Source: an optimization exercise on an open RTL-to-GDS flow (aim: small area and a short achievable clock period). Production flows keep margins and buffers that such runs may drop.
At most, simulation tests tie the RTL to the original design; equivalence was not proved.
No activity file was given, so power comes from the tool's default toggle rates.

## sierra
Design fp_mul_pipe, start of the top module:
module fp_mul_pipe (
  input  logic        clk,
  input  logic        rst_n,
  input  logic        in_valid,
  input  logic [3:0]  r_mode,
  input  logic [31:0] fp_X,
  input  logic [31:0] fp_Y,
  output logic        out_valid,
  output logic [31:0] fp_Z,
  output logic        ovrf,
  output logic        udrf
);
Size in the first run: about 300 flip-flops, roughly 110 I/O pins, roughly 21000 um2 of cells after synthesis.
Settings: LEC_CHECK=0, CAP_MARGIN=20, CORE_MARGIN=2, CORE_UTILIZATION=40, CTS_BUF_LIST=sky130_fd_sc_hd__clkbuf_8, CTS_CLUSTER_DIAMETER=60, CTS_CLUSTER_SIZE=40, SETUP_SLACK_MARGIN=5.0, SLEW_MARGIN=20, SYNTH_HIERARCHICAL=1, SYNTH_MINIMUM_KEEP_SIZE=0; clock period 8.5 ns.
run.sh (not shown) runs the stock make flow with config.mk's settings and CLKGATE_MAP_FILE= SYNTH_SCRIPT=/design/flow/synth_recipe.tcl, a recipe that flattens the netlist after the stock synthesis.
Every stage of the flow completed for sierra, and the final layout passed the timing, design-rule and antenna checks.
The inputs of willow differ from those of sierra as listed below.
diff --git a/flow/config.mk b/flow/config.mk
--- a/flow/config.mk
+++ b/flow/config.mk
@@ -11,4 +11,4 @@
 export CTS_BUF_LIST = sky130_fd_sc_hd__clkbuf_8
-export CTS_CLUSTER_DIAMETER = 60
-export CTS_CLUSTER_SIZE = 40
+export CTS_CLUSTER_DIAMETER = 50
+export CTS_CLUSTER_SIZE = 30
 export SETUP_SLACK_MARGIN = 5.0
==> comparison <==
From sierra to willow the numbers moved as follows: clock-cell share of area increased by 0.56 points relative to the old numbers; relative slew slack decreased 2.3 points.
Compared with sierra, in willow number of top-level design ports closely matched the old numbers, share of the cycle needed by the critical path after routing closely matched the old numbers, wire length reported by the detailed router closely matched the old numbers, power increased by about 1% relative to the old numbers, leakage power increased by 0.45% relative to the old numbers.
Number of endpoints failing setup at the final stage came out exactly the same in sierra and willow.
## Diff of input files: maple against willow
diff --git a/flow/config.mk b/flow/config.mk
--- a/flow/config.mk
+++ b/flow/config.mk
@@ -9,6 +9,6 @@
 export CORE_MARGIN = 2
-export CORE_UTILIZATION = 40
+export CORE_UTILIZATION = 45
 export CTS_BUF_LIST = sky130_fd_sc_hd__clkbuf_8
-export CTS_CLUSTER_DIAMETER = 50
-export CTS_CLUSTER_SIZE = 30
+export CTS_CLUSTER_DIAMETER = 60
+export CTS_CLUSTER_SIZE = 40
 export SETUP_SLACK_MARGIN = 5.0
--- outcome ---
maple | stages: all done | timing, DRC, antenna: all pass. Summary of maple over willow: compound-gate portion of the synthesized area comparable, maximum frequency now smaller, first-iteration DRC count now larger, post-CTS setup-driven buffer insertion count now larger. Placed instance area sits lower in maple than in willow. Going from willow to maple, sum of routed wire length over all layers stayed essentially flat, cell area saw a decrease, floorplan die area lower, arrival time of the worst setup path rose by 30 ps, sequential power share has remained practically unchanged.
Inputs modified between maple and pepper:
diff --git a/flow/config.mk b/flow/config.mk
--- a/flow/config.mk
+++ b/flow/config.mk
@@ -9,3 +9,3 @@
 export CORE_MARGIN = 2
-export CORE_UTILIZATION = 45
+export CORE_UTILIZATION = 40
 export CTS_BUF_LIST = sky130_fd_sc_hd__clkbuf_8
@@ -17 +17,2 @@
 export SYNTH_MINIMUM_KEEP_SIZE = 0
+export TNS_END_PERCENT = 0
[summary]
Compared to maple, pepper has time the worst path needs with I/O delays and setup 93 ps higher.
Status: total vias in the final route parity (maple, pepper)
Number of global-route vias before repair: pepper higher than maple
What pepper reported for well tap count has to be multiplied by 0.882 to get the figure for maple.
pepper against maple; placeable core region is up by more than 10%.
For latest clock arrival within the worst-skew pair, pepper and maple come out practically identical.
pepper ended up with a lower combined global-route utilization of all metal layers than maple did.
Looking at number of cells after detailed placement, pepper sits 3.0% higher than maple does.
Critical path depth (higher): maple
Max highest attainable clock frequency across pepper and maple: maple


fp_mul_pipe, a different RTL version from the one above (not shown whole).
Size: about 2100 cells after synthesis, ~240 flip-flops, ~110 I/O pins.
make LEC_CHECK=0 CAP_MARGIN=20 CORE_MARGIN=2 CORE_UTILIZATION=40 CTS_BUF_LIST=sky130_fd_sc_hd__clkbuf_8 CTS_CLUSTER_SIZE=30 PLACE_DENSITY=0.75 SETUP_SLACK_MARGIN=5.0 SLEW_MARGIN=20 finish   # period 8.5 ns
The baseline passed the timing, design-rule and antenna checks.
Rerun with:
CTS_BUF_LIST = unset   (was sky130_fd_sc_hd__clkbuf_8)
CTS_CLUSTER_SIZE = unset   (was 30)
PLACE_DENSITY = unset   (was 0.75)
Effect: Fmax climbs by 2.4%; core utilization drops by 0.51 points; clock power climbs by about 10%; wire length hardly moves; setup slack gets better by 0.084 ns.
Rerun with:
CTS_BUF_LIST = sky130_fd_sc_hd__clkbuf_8   (was unset)
CTS_CLUSTER_SIZE = 30   (was unset)
Maximum frequency grows slightly.
Worst hold slack degrades by 0.0078 ns.
Count of clock-buffer cells in the layout grows by 20.
Non-clock buffer count shrinks by 10.
Area after synthesis is unchanged.
Via count shrinks slightly.
Total power grows slightly.
Register-to-register slack improves by 0.04 ns.
Global-route usage hardly moves.
Setup slack improves by 0.041 ns.
Sequential cell count does not change.


fp_mul_pipe, a different RTL version from the one above (not shown whole).
Size in the first run: ~2300 cells after synthesis, about 300 flip-flops, roughly 110 I/O pins, about 0.022 mm² of cells after synthesis.
clock: 8.5 ns
lec_check: 0
cap_margin: 20
core_margin: 2
core_utilization: 40
cts_buf_list: sky130_fd_sc_hd__clkbuf_8
cts_cluster_size: 30
setup_slack_margin: 4.8
slew_margin: 20
The baseline passed the timing, design-rule and antenna checks.
Change:
CTS_CLUSTER_DIAMETER = 60   (was default)
CTS_CLUSTER_SIZE = 40   (was 30)
SETUP_SLACK_MARGIN = 5.0   (was 4.8)
Outcome: Wire length increases slightly; via count falls slightly; worst setup slack is better by 0.25 ns; flip-flop and latch count stays the same; first-iteration DRC count came out lower by a few percent; hold slack improved by 0.025 ns; global-route usage barely changes; sequential power is about the same.
No run of this note included a check of the RTL's function; only the layout flow was run.

[port drivers added, routing unchanged]
Ports are ideal in the flow. The routed layouts listed here were re-timed in OpenROAD.
Step 1 (the two cells are an assumption about what drives the block):
set clk [get_ports {clk}]
set_driving_cell -lib_cell sky130_fd_sc_hd__clkbuf_16 $clk
set_driving_cell -lib_cell sky130_fd_sc_hd__buf_2 [delete_from_list [all_inputs] $clk]
Step 2 times the ports against the registers' clock, not the clock port: input delays grow and output delays shrink by t, the midpoint of the rising clock arrivals with the driver on.
Slacks: ideal / step 1 / step 2; pairs: ideal / step 1.
run	shift t [ns]	slack for setup (ns)	worst data-port slew with drivers (ns)
sierra	0.698	5.161 / 5.161 / 4.682	0.06
willow	0.705	5.150 / 5.150 / 4.707	0.07
maple	0.690	5.103 / 5.103 / 4.593	0.06
pepper	0.700	5.010 / 5.010 / 4.683	0.06
the first run of note 2	0.659	4.835 / 4.835 / 4.835	0.08
the second run of note 2	0.651	4.919 / 4.919 / 4.919	0.07
the third run of note 2	0.660	4.960 / 4.960 / 4.960	0.06
the first run of note 3	0.692	4.837 / 4.837 / 4.587	0.05
the second run of note 3	0.717	5.086 / 5.086 / 4.665	0.05
After both steps setup and hold are still met in every run listed. The setup slack of maple, which loses most, moves by 0.000 ns with the drivers and by -0.510 ns with both steps.
